This design comes from an exercise in tuning for small area, a short achievable clock period and few clock cycles per item on the open sky130 flow, not from production work. In this exercise RTL edits were held to simulation tests only and were not proved equivalent to the original.

## alpha
Design wqe_fetch_top, start of the top module:
module wqe_fetch_top
#(
    parameter int MAX_QP   = 16,
    parameter int SQ_DEPTH = 4096,
    parameter int BODY     = 32          
)(
    input  logic                  clk,
    input  logic                  rst_n,
    output logic                  o_fetch_ready,
    input  logic                  i_arbit_val,
    input  logic [QPID_WIDTH-1:0] i_qp_idx,
    input  logic [MAX_QP-1:0]     i_active,
    input  logic [MAX_QP-1:0]     i_wqe_cache_alfull,
    input  logic [ADDR_WIDTH-1:0] i_sq_base,
    output logic [ADDR_WIDTH-1:0] o_axi_araddr,
    output logic                  o_axi_arvalid,
    input  logic                  i_axi_arready,
    input  logic [WQE_WIDTH-1:0]  i_axi_rdata,
    input  logic                  i_axi_rvalid,
    output logic                  o_axi_rready,
    output logic                  o_wqe_cache_wr,
    output logic [WQE_WIDTH-1:0]  o_wqe,
    input  logic [MAX_QP-1:0]     i_wqe_cache_full
);
    localparam int PI_WIDTH = $clog2(SQ_DEPTH);
    localparam int BA       = $clog2(BODY);
    localparam int OFF_LSB  = $clog2(WQE_BYTES);
    localparam int OFF_W    = ADDR_WIDTH - OFF_LSB;
    logic                  g_valid;
    logic [MAX_QP-1:0]     g_sel;       
    logic [QPID_WIDTH-1:0] g_qp;
  ...
For scale: about 1400 cells after synthesis, roughly 390 flip-flops.
clock: 8.0 ns
lec_check: 0
cap_margin: 0
core_area: 10 10 410 410
die_area: 0 0 420 420
setup_slack_margin: 4.1
slew_margin: 0
standard.sh (not shown) runs the stock make flow with config.mk's settings and CLKGATE_MAP_FILE= SYNTH_SCRIPT=/design/flow/synth_recipe.tcl, a recipe that flattens the netlist after the stock synthesis.
==> flow/flow/run.sh <==
#!/bin/bash
# Standard layout with four changes: port buffers are buf_1, constant outputs share
# tie cells through per-port buffers (flow/ties.tcl), o_axi_rready gets a shallow
# cone of its own (flow/rready.tcl), and CTS adds no dummy loads.
set -euo pipefail
here=$(pwd)
export BUFFER_PORTS_ARGS="-buffer_cell sky130_fd_sc_hd__buf_1"
export POST_GLOBAL_PLACE_TCL=$here/flow/ties.tcl
export POST_FLOORPLAN_TCL=$here/flow/rready.tcl
export CTS_ARGS="-sink_clustering_enable -repair_clock_nets -dont_use_dummy_load -buf_list {sky130_fd_sc_hd__clkbuf_4} -sink_clustering_size 9 -sink_clustering_max_diameter 30"
bash standard.sh > standard.log 2>&1
==> flow/flow/rready.tcl <==
# Run at the end of floorplan (POST_FLOORPLAN_TCL). Rebuilds the cone that drives
# o_axi_rready = ~i_wqe_cache_full[hd_qp] as a decoder of the (early) hd_qp register
# and a shallow tree from the (late) full inputs (a22oi, nand4, nor2) that drives the
# port and every internal load; the cone synthesis made is then left without loads
# and removed.
set block [ord::get_db_block]
set db [ord::get_db]
set pnet [[$block findBTerm o_axi_rready] getNet]
set ndrv 0
foreach it [$pnet getITerms] {
  if {[$it isOutputSignal]} {
    $it disconnect
    incr ndrv
  }
}
if {$ndrv != 1} { error "rready.tcl: o_axi_rready has $ndrv drivers" }
proc cell {master name} {
  set m [[ord::get_db] findMaster $master]
  return [odb::dbInst_create [ord::get_db_block] $m $name]
}
proc pin {inst term net} {
  [$inst findITerm $term] connect $net
}
set full {}
set q {}
set nq {}
for {set b 0} {$b < 4} {incr b} {
  set n [$block findNet "hd_qp\\\[$b\\\]"]
  if {$n eq "NULL"} { set n [$block findNet "hd_qp\[$b\]"] }
  if {$n eq "NULL"} { error "rready.tcl: no net hd_qp\[$b\]" }
  lappend q $n
  set c [cell sky130_fd_sc_hd__inv_1 rready_inv_$b]
  set m [odb::dbNet_create $block rready_nq$b]
  pin $c A $n
  pin $c Y $m
  lappend nq $m
}
set sel {}
for {set i 0} {$i < 16} {incr i} {
  lappend full [[$block findBTerm "i_wqe_cache_full\[$i\]"] getNet]
  set c [cell sky130_fd_sc_hd__and4_1 rready_dec_$i]
  set m [odb::dbNet_create $block rready_sel$i]
  foreach t {A B C D} b {0 1 2 3} {
    pin $c $t [lindex [expr {($i >> $b) & 1 ? $q : $nq}] $b]
  }
  pin $c X $m
  lappend sel $m
}
set y {}
for {set k 0} {$k < 8} {incr k} {
  set c [cell sky130_fd_sc_hd__a22oi_1 rready_a22oi_$k]
  set n [odb::dbNet_create $block rready_y$k]
  pin $c A1 [lindex $full [expr {2 * $k}]]
  pin $c A2 [lindex $sel [expr {2 * $k}]]
  pin $c B1 [lindex $full [expr {2 * $k + 1}]]
  pin $c B2 [lindex $sel [expr {2 * $k + 1}]]
  pin $c Y $n
  lappend y $n
}
set z {}
for {set j 0} {$j < 2} {incr j} {
  set c [cell sky130_fd_sc_hd__nand4_1 rready_nand4_$j]
  set n [odb::dbNet_create $block rready_z$j]
  foreach t {A B C D} k {0 1 2 3} { pin $c $t [lindex $y [expr {4 * $j + $k}]] }
  pin $c Y $n
  lappend z $n
}
set c [cell sky130_fd_sc_hd__nor2_1 rready_nor2]
pin $c A [lindex $z 0]
pin $c B [lindex $z 1]
pin $c Y $pnet
set before [llength [$block getInsts]]
eliminate_dead_logic
puts "rready.tcl: o_axi_rready rebuilt as decoder and a22oi/nand4/nor2, [expr {$before - [llength [$block getInsts]]}] cells of the old cone removed"
Other scripts of this flow, unchanged in this note and not shown: flow/flow/ties.tcl
alpha got as far as floorplan, where a tool error ended the run.
Testbench counts of alpha, summed over its fixed seeds: cycles 11,267, items 8,000.
Setup changes, alpha to beta
--- a/flow/flow/rready.tcl
+++ b/flow/flow/rready.tcl
@@ -8,6 +8,13 @@
 set pnet [[$block findBTerm o_axi_rready] getNet]
 set ndrv 0
+set mnet NULL
 foreach it [$pnet getITerms] {
   if {[$it isOutputSignal]} {
+    # when synthesis drove the port through an inverter, its input carries
+    # i_wqe_cache_full[hd_qp] to the internal logic too: that net gets the new cone
+    set old [$it getInst]
+    if {[regexp {__(clk)?inv_} [[$old getMaster] getName]]} {
+      set mnet [[$old findITerm A] getNet]
+    }
     $it disconnect
     incr ndrv
@@ -23,11 +30,14 @@
 }
 set full {}
-set q {}
+set q {NULL NULL NULL NULL}
+foreach inst [$block getInsts] {
+  if {[regexp {^hd_qp\\?\[([0-3])\\?\]\$} [$inst getName] -> b]} {
+    lset q $b [[$inst findITerm Q] getNet]
+  }
+}
 set nq {}
 for {set b 0} {$b < 4} {incr b} {
-  set n [$block findNet "hd_qp\\\[$b\\\]"]
-  if {$n eq "NULL"} { set n [$block findNet "hd_qp\[$b\]"] }
-  if {$n eq "NULL"} { error "rready.tcl: no net hd_qp\[$b\]" }
-  lappend q $n
+  set n [lindex $q $b]
+  if {$n eq "NULL"} { error "rready.tcl: no register hd_qp\[$b\]" }
   set c [cell sky130_fd_sc_hd__inv_1 rready_inv_$b]
   set m [odb::dbNet_create $block rready_nq$b]
@@ -70,4 +80,27 @@
 pin $c B [lindex $z 1]
 pin $c Y $pnet
+if {$mnet ne "NULL"} {
+  set mdrv 0
+  foreach it [$mnet getITerms] {
+    if {[$it isOutputSignal]} {
+      $it disconnect
+      incr mdrv
+    }
+  }
+  if {$mdrv != 1} { error "rready.tcl: i_wqe_cache_full\[hd_qp\] net has $mdrv drivers" }
+  # a copy of the nand4 level for the internal loads keeps them off the port's path
+  set zi {}
+  for {set j 0} {$j < 2} {incr j} {
+    set c [cell sky130_fd_sc_hd__nand4_1 rready_int_nand4_$j]
+    set n [odb::dbNet_create $block rready_zi$j]
+    foreach t {A B C D} k {0 1 2 3} { pin $c $t [lindex $y [expr {4 * $j + $k}]] }
+    pin $c Y $n
+    lappend zi $n
+  }
+  set c [cell sky130_fd_sc_hd__or2_1 rready_or2]
+  pin $c A [lindex $zi 0]
+  pin $c B [lindex $zi 1]
+  pin $c X $mnet
+}
 set before [llength [$block getInsts]]
 eliminate_dead_logic
--- a/flow/config.mk
+++ b/flow/config.mk
@@ -9,4 +9,4 @@
 export CORE_AREA = 10 10 410 410
 export DIE_AREA = 0 0 420 420
-export SETUP_SLACK_MARGIN = 4.1
+export SETUP_SLACK_MARGIN = 4.2
 export SLEW_MARGIN = 0
Results
Summary of beta over alpha: register bit count reported by yosys saw little to no change, total number of placement rows has remained practically unchanged, mux share of post-synthesis cell area stayed essentially flat.
Compared with alpha, in beta area share of and/or/nand/nor cells after synthesis roughly the same; xor/xnor share of the synthesized area stayed essentially flat; async set-reset flop share out of synthesis barely changed.
The flow did not stop early for beta: all stages ran, and the layout cleared the timing, design-rule and antenna checks.
As far as post-synthesis instance area goes, beta and alpha are indistinguishable; the numbers are identical.
Reported for beta and alpha, die width turned out identical to the last digit.
Edits applied to the flow inputs when going from beta to gamma:
--- a/flow/config.mk
+++ b/flow/config.mk
@@ -9,4 +9,4 @@
 export CORE_AREA = 10 10 410 410
 export DIE_AREA = 0 0 420 420
-export SETUP_SLACK_MARGIN = 4.2
+export SETUP_SLACK_MARGIN = 4.1
 export SLEW_MARGIN = 0
[summary]
- Reported for gamma and beta, number of tap cells inserted turned out identical to the last digit.
- gamma ends up with lower worst relative slew slack than beta does.
- Looking at final area across both flows, gamma is the stronger of the two, with beta trailing.
Inputs modified between gamma and delta:
--- a/flow/flow/rready.tcl
+++ b/flow/flow/rready.tcl
@@ -89,16 +89,7 @@
   }
   if {$mdrv != 1} { error "rready.tcl: i_wqe_cache_full\[hd_qp\] net has $mdrv drivers" }
-  # a copy of the nand4 level for the internal loads keeps them off the port's path
-  set zi {}
-  for {set j 0} {$j < 2} {incr j} {
-    set c [cell sky130_fd_sc_hd__nand4_1 rready_int_nand4_$j]
-    set n [odb::dbNet_create $block rready_zi$j]
-    foreach t {A B C D} k {0 1 2 3} { pin $c $t [lindex $y [expr {4 * $j + $k}]] }
-    pin $c Y $n
-    lappend zi $n
-  }
   set c [cell sky130_fd_sc_hd__or2_1 rready_or2]
-  pin $c A [lindex $zi 0]
-  pin $c B [lindex $zi 1]
+  pin $c A [lindex $z 0]
+  pin $c B [lindex $z 1]
   pin $c X $mnet
 }
- Summary: aggregate routed wire length, delta better than gamma
- Going from gamma to delta, vias after detailed routing grew slightly.
- delta and gamma ended up with roughly the same area taken by flip-flops and latches.
- Global-route met2 utilization in delta is 1.5 points lower than in gamma
- Re synthesized area: no difference whatsoever between gamma and delta.
- A worst setup path startpoint of i_wqe_cache_full[2] is what delta shows, while i_wqe_cache_full[6] belongs to gamma.
- Delta(data arrival time of the worst path, delta - gamma) > 0
- delta vs. gamma: final area essentially unchanged, worst hold slack increased 14 ps, fraction of standard cell area that is sequential essentially unchanged, worst setup slack after layout decreased 41 ps.

separate check: timing with driven ports:
The flow's constraints put no driver on any port. The routed layouts listed below were extracted and timed again, unchanged, in two steps.
Step 1 (the two cells are an assumption about what drives the block):
set clk [get_ports {clk}]
set_driving_cell -lib_cell sky130_fd_sc_hd__clkbuf_16 $clk
set_driving_cell -lib_cell sky130_fd_sc_hd__buf_2 [delete_from_list [all_inputs] $clk]
Step 2 moves the port delays by t, midway between the first and last clock arrival at a register: inputs arrive t later, outputs are due t later. That takes back most of the time a late clock gives input paths.
Slacks: no drivers / after step 1 / after step 2; pairs: no drivers / after step 1.
| run | t, ns | slack for setup (ns) | worst setup path after step 2 | worst slew at a driven data input, ns | cell pins on the clock port's net |
|---|---|---|---|---|---|
| beta | 0.782 | 4.156 / 4.124 / 3.632 | input to register | 0.48 | 1 |
| gamma | 0.785 | 4.151 / 4.126 / 3.711 | input to register | 0.47 | 1 |
| delta | 0.776 | 4.110 / 4.075 / 3.544 | input to register | 0.56 | 1 |
After both steps setup and hold are still met in every run listed. The setup slack of delta, which loses most, moves by -0.035 ns with the drivers and by -0.566 ns with both steps.
